This design comes from an exercise in tuning for small area, a short achievable clock period and few clock cycles on the open sky130 flow, not from production work.
In this exercise RTL edits were held to simulation tests only and were not proved equivalent to the original.

==> flow/design.v (excerpt) <==
module viterbi_four_state_tagger_top #(
	parameter int MAX_LEN     = vft_pkg::MAX_LEN_DEF,
	parameter int SCORE_WIDTH = vft_pkg::SCORE_WIDTH_DEF
) (
	input  logic        clk,
	input  logic        arst_n,
	input  logic        s_tvalid,
	output logic        s_tready,
	input  logic [63:0] s_tdata,    
	input  logic        s_tuser,    
	input  logic        s_tlast,    
	output logic        m_tvalid,
	input  logic        m_tready,
	output logic [39:0] m_tdata,    
	output logic        m_tuser,    
	output logic        m_tlast,    
	input  logic        psel,
	input  logic        penable,
	input  logic        pwrite,
	input  logic [5:0]  paddr,
	input  logic [63:0] pwdata,
	output logic [63:0] prdata,
	output logic        pready
);
For scale: ~9,800 cells after synthesis, ~1,400 flip-flops, about 250 I/O pins, about 89,000 um2 of cells after synthesis.
clock: 15.0 ns
lec_check: 0
abc_area: 1
cap_margin: 20
core_margin: 2
core_utilization: 40
place_density: 0.6
slew_margin: 20
run.sh (not shown) runs the stock make flow with config.mk's settings and CLKGATE_MAP_FILE= SYNTH_SCRIPT=/design/flow/synth_recipe.tcl, a recipe that flattens the netlist after the stock synthesis.
The starting point passed the timing, design-rule and antenna checks.
Testbench counts at the start, summed over its fixed seeds: cycles 13,576.
Next try:
--- a/flow/config.mk
+++ b/flow/config.mk
@@ -12,0 +13 @@
+export SETUP_SLACK_MARGIN = 5
Result: Cell area grows by 2.1%. Non-clock buffer count grows by 85. Count of clock-buffer cells in the layout is unchanged. Wire length grows by 1.1%. Final cell count grows by 0.59%. Worst setup slack improved by 2.3 ns. Critical path depth shrinks by 50. Flip-flop and latch count stays the same.

Another version of the RTL of viterbi_four_state_tagger_top (not shown whole).
Size: about 8,000 cells after synthesis, about 1,400 flip-flops, ~250 I/O pins.
// viterbi_four_state_tagger_top
module viterbi_four_state_tagger_top #(
	parameter int MAX_LEN     = vft_pkg::MAX_LEN_DEF,
	parameter int SCORE_WIDTH = vft_pkg::SCORE_WIDTH_DEF
) (
	input  logic        clk,
	input  logic        arst_n,
	input  logic        s_tvalid,
	output logic        s_tready,
	input  logic [63:0] s_tdata,    
	input  logic        s_tuser,    
	input  logic        s_tlast,    
	output logic        m_tvalid,
	input  logic        m_tready,
	output logic [39:0] m_tdata,    
	output logic        m_tuser,    
	output logic        m_tlast,    
	input  logic        psel,
	input  logic        penable,
	input  logic        pwrite,
	input  logic [5:0]  paddr,
	input  logic [63:0] pwdata,
	output logic [63:0] prdata,
	output logic        pready
);
	vft_pkg::vft_cfg_t cfg;
	logic                          pend, trunc, dir, pick_go, bp_we, stall;
	logic                          in_v_q, in_first_q, in_last_q;
	logic [63:0]                   in_data_q;
	logic                          proc;
	logic [5:0]                    cnt, bp_waddr;
	logic [7:0]                    bp_wdata;
	logic [2:0]                    bp_rrow;
	logic [63:0]                   bp_rdata;
  ...
clock: 15.0 ns
lec_check: 0
abc_area: 1
cap_margin: 20
core_margin: 2
core_utilization: 65
cts_buf_list: sky130_fd_sc_hd__clkbuf_8
place_density: 0.75
slew_margin: 20
tns_end_percent: 20
standard.sh (not shown) runs the stock make flow with config.mk's settings and CLKGATE_MAP_FILE= SYNTH_SCRIPT=/design/flow/synth_recipe.tcl, a recipe that flattens the netlist after the stock synthesis.
==> flow/flow/run.sh <==
#!/bin/bash
# Layout: the standard flow (standard synthesis, floorplan, placement, CTS, routing,
# finish), with the timing repair aimed at a setup slack of 9 ns instead of 0, so that the
# worst paths get repaired well below the clock period. The clock period and constraints are
# the design's. make's full output goes to flow_make.log here; ORFS writes each step's log
# under orfs/logs/.
set -euo pipefail
bash standard.sh SETUP_SLACK_MARGIN=9 finish > flow_make.log 2>&1
Testbench counts at the start, summed over its fixed seeds: cycles 13,608.
Rerun with:
- CORE_UTILIZATION: 65 -> 55
- CTS_BUF_LIST: sky130_fd_sc_hd__clkbuf_8 -> default
- PLACE_DENSITY: 0.75 -> 0.7
=> The new run completed without violations. Design area went up by a few percent. Setup slack improves by 0.14 ns. Synthesized area stays the same. Cell count went up by a few percent. Wire length went up slightly. Global-route usage went down by 5.4 points. Critical path depth went down by 4. Die area went up by about a fifth. Via count went down slightly.
Rerun with:
==> flow/flow/run.sh (replaced) <==
#!/bin/bash
# Layout: the standard flow (standard synthesis, floorplan, placement, CTS, routing,
# finish) with two changes to how the layout is made:
#  - every input and output port still gets its own buffer, but a plain buf_4 instead of the
#    default delay-cell buffer;
#  - the timing repair aims at a setup slack of 9 ns instead of 0, so that the worst paths get
#    repaired well below the clock period.
# The clock period and constraints are the design's. make's full output goes to
# flow_make.log here; ORFS writes each step's log under orfs/logs/.
set -euo pipefail
bash standard.sh SETUP_SLACK_MARGIN=9 "BUFFER_PORTS_ARGS=-buffer_cell sky130_fd_sc_hd__buf_4" finish > flow_make.log 2>&1
- CORE_UTILIZATION: 55 -> 65
- CTS_BUF_LIST: default -> sky130_fd_sc_hd__clkbuf_8
- PLACE_DENSITY: 0.7 -> 0.75
Synthesized cell count is unchanged.
Critical path depth grows by 3.
Fmax drops slightly.
Via count rises slightly.
Hold slack improves by 0.012 ns.
Utilization came out higher by 11 points.
Rerun with:
==> flow/flow/run.sh (replaced) <==
#!/bin/bash
# Layout: the standard flow (standard synthesis, floorplan, placement, CTS, routing,
# finish), with the timing repair aimed at a setup slack of 8 ns instead of 0, so that the
# worst paths get repaired well below the clock period. The clock period and constraints are
# the design's. make's full output goes to flow_make.log here; ORFS writes each step's log
# under orfs/logs/.
set -euo pipefail
bash standard.sh SETUP_SLACK_MARGIN=8 finish > flow_make.log 2>&1
Design area is about the same; sequential share of layout area hardly moves; maximum frequency fell by 2.2%; register-to-register slack is worse by 0.17 ns; area after synthesis stays the same; global-route usage rose by 0.14 points; worst hold slack degrades by 0.0089 ns; non-clock buffer count is lower by 1.

Another version of the RTL of viterbi_four_state_tagger_top (not shown whole).
Size in the first run: about 8300 cells after synthesis, roughly 1400 flip-flops, roughly 250 I/O pins.
clock: 15.0 ns
lec_check: 0
abc_area: 1
cap_margin: 20
core_margin: 2
core_utilization: 72
cts_buf_list: sky130_fd_sc_hd__clkbuf_8
cts_cluster_size: 25
place_density: 0.8
slew_margin: 20
tns_end_percent: 20
==> flow/flow/run.sh <==
#!/bin/bash
# Layout: the standard flow (standard synthesis, floorplan, placement, CTS, routing,
# finish) with two changes to how the layout is made:
#  - every input and output port still gets its own buffer, but a plain buf_4 instead of the
#    default delay-cell buffer;
#  - the timing repair aims at a setup slack of 10 ns instead of 0, so that the worst paths get
#    repaired well below the clock period.
# The clock period and constraints are the design's. make's full output goes to
# flow_make.log here; ORFS writes each step's log under orfs/logs/.
set -euo pipefail
bash standard.sh SETUP_SLACK_MARGIN=10 "BUFFER_PORTS_ARGS=-buffer_cell sky130_fd_sc_hd__buf_4" finish > flow_make.log 2>&1
The first run never finished: it broke off in global routing (5_1_grt).
Testbench counts at the start, summed over its fixed seeds: cycles 13,608.
Edit:
- CORE_UTILIZATION: 72 -> 65
- CTS_CLUSTER_SIZE: 25 -> unset
- PLACE_DENSITY: 0.8 -> 0.75
=>
- The changed run went through all stages and came out clean
- synthesized cell count stays the same
- area after synthesis does not change

Another version of the RTL of viterbi_four_state_tagger_top (not shown whole).
Size: ~8000 cells after synthesis, ~1400 flip-flops, about 0.086 mm^2 of cells after synthesis.
==> flow/design.v (excerpt) <==
module viterbi_four_state_tagger_top #(
	parameter int MAX_LEN     = vft_pkg::MAX_LEN_DEF,
	parameter int SCORE_WIDTH = vft_pkg::SCORE_WIDTH_DEF
) (
	input  logic        clk,
	input  logic        arst_n,
	input  logic        s_tvalid,
	output logic        s_tready,
	input  logic [63:0] s_tdata,    
	input  logic        s_tuser,    
	input  logic        s_tlast,    
	output logic        m_tvalid,
	input  logic        m_tready,
	output logic [39:0] m_tdata,    
	output logic        m_tuser,    
	output logic        m_tlast,    
	input  logic        psel,
	input  logic        penable,
	input  logic        pwrite,
	input  logic [5:0]  paddr,
	input  logic [63:0] pwdata,
	output logic [63:0] prdata,
	output logic        pready
);
	vft_pkg::vft_cfg_t cfg;
	logic                          pend, trunc, dir, pick_go, bp_we, stall;
	logic                          in_v_q, in_first_q, in_last_q;
	logic [63:0]                   in_data_q;
	logic                          proc;
	logic [5:0]                    cnt, bp_waddr;
	logic [7:0]                    bp_wdata;
	logic [2:0]                    bp_rrow;
	logic [63:0]                   bp_rdata;
	logic signed [vft_pkg::PW-1:0] best_score;
  ...
Settings: LEC_CHECK=0, ABC_AREA=1, CAP_MARGIN=20, CORE_MARGIN=2, CORE_UTILIZATION=55, PLACE_DENSITY=0.7, SETUP_SLACK_MARGIN=5, SLEW_MARGIN=20; clock period 15.0 ns.
run.sh (not shown) runs the stock make flow with config.mk's settings and CLKGATE_MAP_FILE= SYNTH_SCRIPT=/design/flow/synth_recipe.tcl, a recipe that flattens the netlist after the stock synthesis.
Stock flow here: none of the scripts above is used.
The first run completed without violations.
Testbench counts at the start, summed over its fixed seeds: cycles 13,608.
Next try:
==> flow/flow/run.sh (new file) <==
#!/bin/bash
# Layout: the standard flow (standard synthesis, floorplan, placement, CTS, routing,
# finish), with the timing repair aimed at a setup slack of 9 ns instead of 0, so that the
# worst paths get repaired well below the clock period. The clock period and constraints are
# the design's. make's full output goes to flow_make.log here; ORFS writes each step's log
# under orfs/logs/.
set -euo pipefail
bash standard.sh SETUP_SLACK_MARGIN=9 finish > flow_make.log 2>&1
==> flow/standard.sh (new file) <==
#!/bin/bash
# synth_recipe.tcl (not shown) runs the flow's synth.tcl, then flattens the netlist and writes it again
# the make line also repeats each setting of config.mk as NAME=value (left out here)
make -C /OpenROAD-flow-scripts/flow DESIGN_CONFIG=/design/flow/config.mk WORK_HOME=/design/flow/orfs CLKGATE_MAP_FILE= SYNTH_SCRIPT=/design/flow/synth_recipe.tcl "${@:-finish}"
--- a/flow/config.mk
+++ b/flow/config.mk
@@ -12,3 +12,3 @@
 export PLACE_DENSITY = 0.7
-export SETUP_SLACK_MARGIN = 5
 export SLEW_MARGIN = 20
+export TNS_END_PERCENT = 20
removed: flow/run.sh
Wire length came out higher by 17%.
Synthesized cell count is unchanged.
Via count goes up by 8.0%.

Setup of the previous run:
viterbi_four_state_tagger_top, a different RTL version from the one above (not shown whole).
Size: roughly 8300 cells after synthesis, ~1400 flip-flops, roughly 250 I/O pins.
Settings: LEC_CHECK=0, ABC_AREA=1, CAP_MARGIN=20, CORE_MARGIN=2, CORE_UTILIZATION=65, CTS_BUF_LIST=sky130_fd_sc_hd__clkbuf_8, PLACE_DENSITY=0.75, SLEW_MARGIN=20, TNS_END_PERCENT=10; clock period 15.0 ns.
standard.sh (not shown) runs the stock make flow with config.mk's settings and CLKGATE_MAP_FILE= SYNTH_SCRIPT=/design/flow/synth_recipe.tcl, a recipe that flattens the netlist after the stock synthesis.
==> flow/flow/run.sh <==
#!/bin/bash
# Layout: the standard flow (standard synthesis, floorplan, placement, CTS, routing,
# finish) with two changes to how the layout is made:
#  - every input and output port still gets its own buffer, but a plain buf_4 instead of the
#    default delay-cell buffer;
#  - the timing repair aims at a setup slack of 9 ns instead of 0, so that the worst paths get
#    repaired well below the clock period.
# The clock period and constraints are the design's. make's full output goes to
# flow_make.log here; ORFS writes each step's log under orfs/logs/.
set -euo pipefail
bash standard.sh SETUP_SLACK_MARGIN=9 "BUFFER_PORTS_ARGS=-buffer_cell sky130_fd_sc_hd__buf_4" finish > flow_make.log 2>&1
Testbench counts of the previous run, summed over its fixed seeds: cycles 13,608.
## Diff of input files: the current run against the previous run
diff --git a/flow/config.mk b/flow/config.mk
--- a/flow/config.mk
+++ b/flow/config.mk
@@ -15 +15 @@
-export TNS_END_PERCENT = 10
+export TNS_END_PERCENT = 20
[summary]
Per the comparison of the current run with the previous run, number of multi-input combinational cells in the layout essentially unchanged, logic depth of the worst path, buffers included increased 2.
The current run has completed all stages; timing, DRC and antenna checks passed.

port drivers added, routing unchanged:
The flow's constraints put no driver on any port. The routed layouts listed below were extracted and timed again, unchanged, in two steps. Step 1: set_driving_cell puts a clkbuf_16 on clk and a buf_2 on each other input, an assumption about the parent block. Step 2 adds t to the input delays and takes it off the output delays; t is the mean of the earliest and latest rising clock arrival at the registers after step 1. Input paths then give back, and output paths get back, about the clock's delay inside the block. Three values: ideal ports, drivers, drivers and shift; two values: the first two.
run	t, ns	setup WS [ns]	worst setup path at the end
the first run of note 1	0.912	2.872 / 2.872 / 2.872	register to register
the second run of note 1	0.912	5.174 / 5.146 / 5.146	input to output
the first run of note 2	1.083	7.350 / 7.350 / 7.350	register to register
the second run of note 2	0.908	7.485 / 7.465 / 7.465	input to output
the third run of note 2	1.016	7.345 / 7.345 / 7.345	register to register
the fourth run of note 2	1.016	7.173 / 7.173 / 7.173	register to register
the second run of note 3	1.056	7.562 / 7.512 / 7.512	input to output
the first run of note 4	0.893	5.228 / 5.201 / 5.201	input to output
the second run of note 4	0.905	7.533 / 7.517 / 7.517	input to output
the previous run	1.035	7.478 / 7.426 / 7.426	input to output
the current run	1.050	7.578 / 7.517 / 7.517	input to output
After both steps setup and hold are still met in every run listed. The setup slack of the current run, which loses most, moves by -0.061 ns with the drivers and by -0.061 ns with both steps.
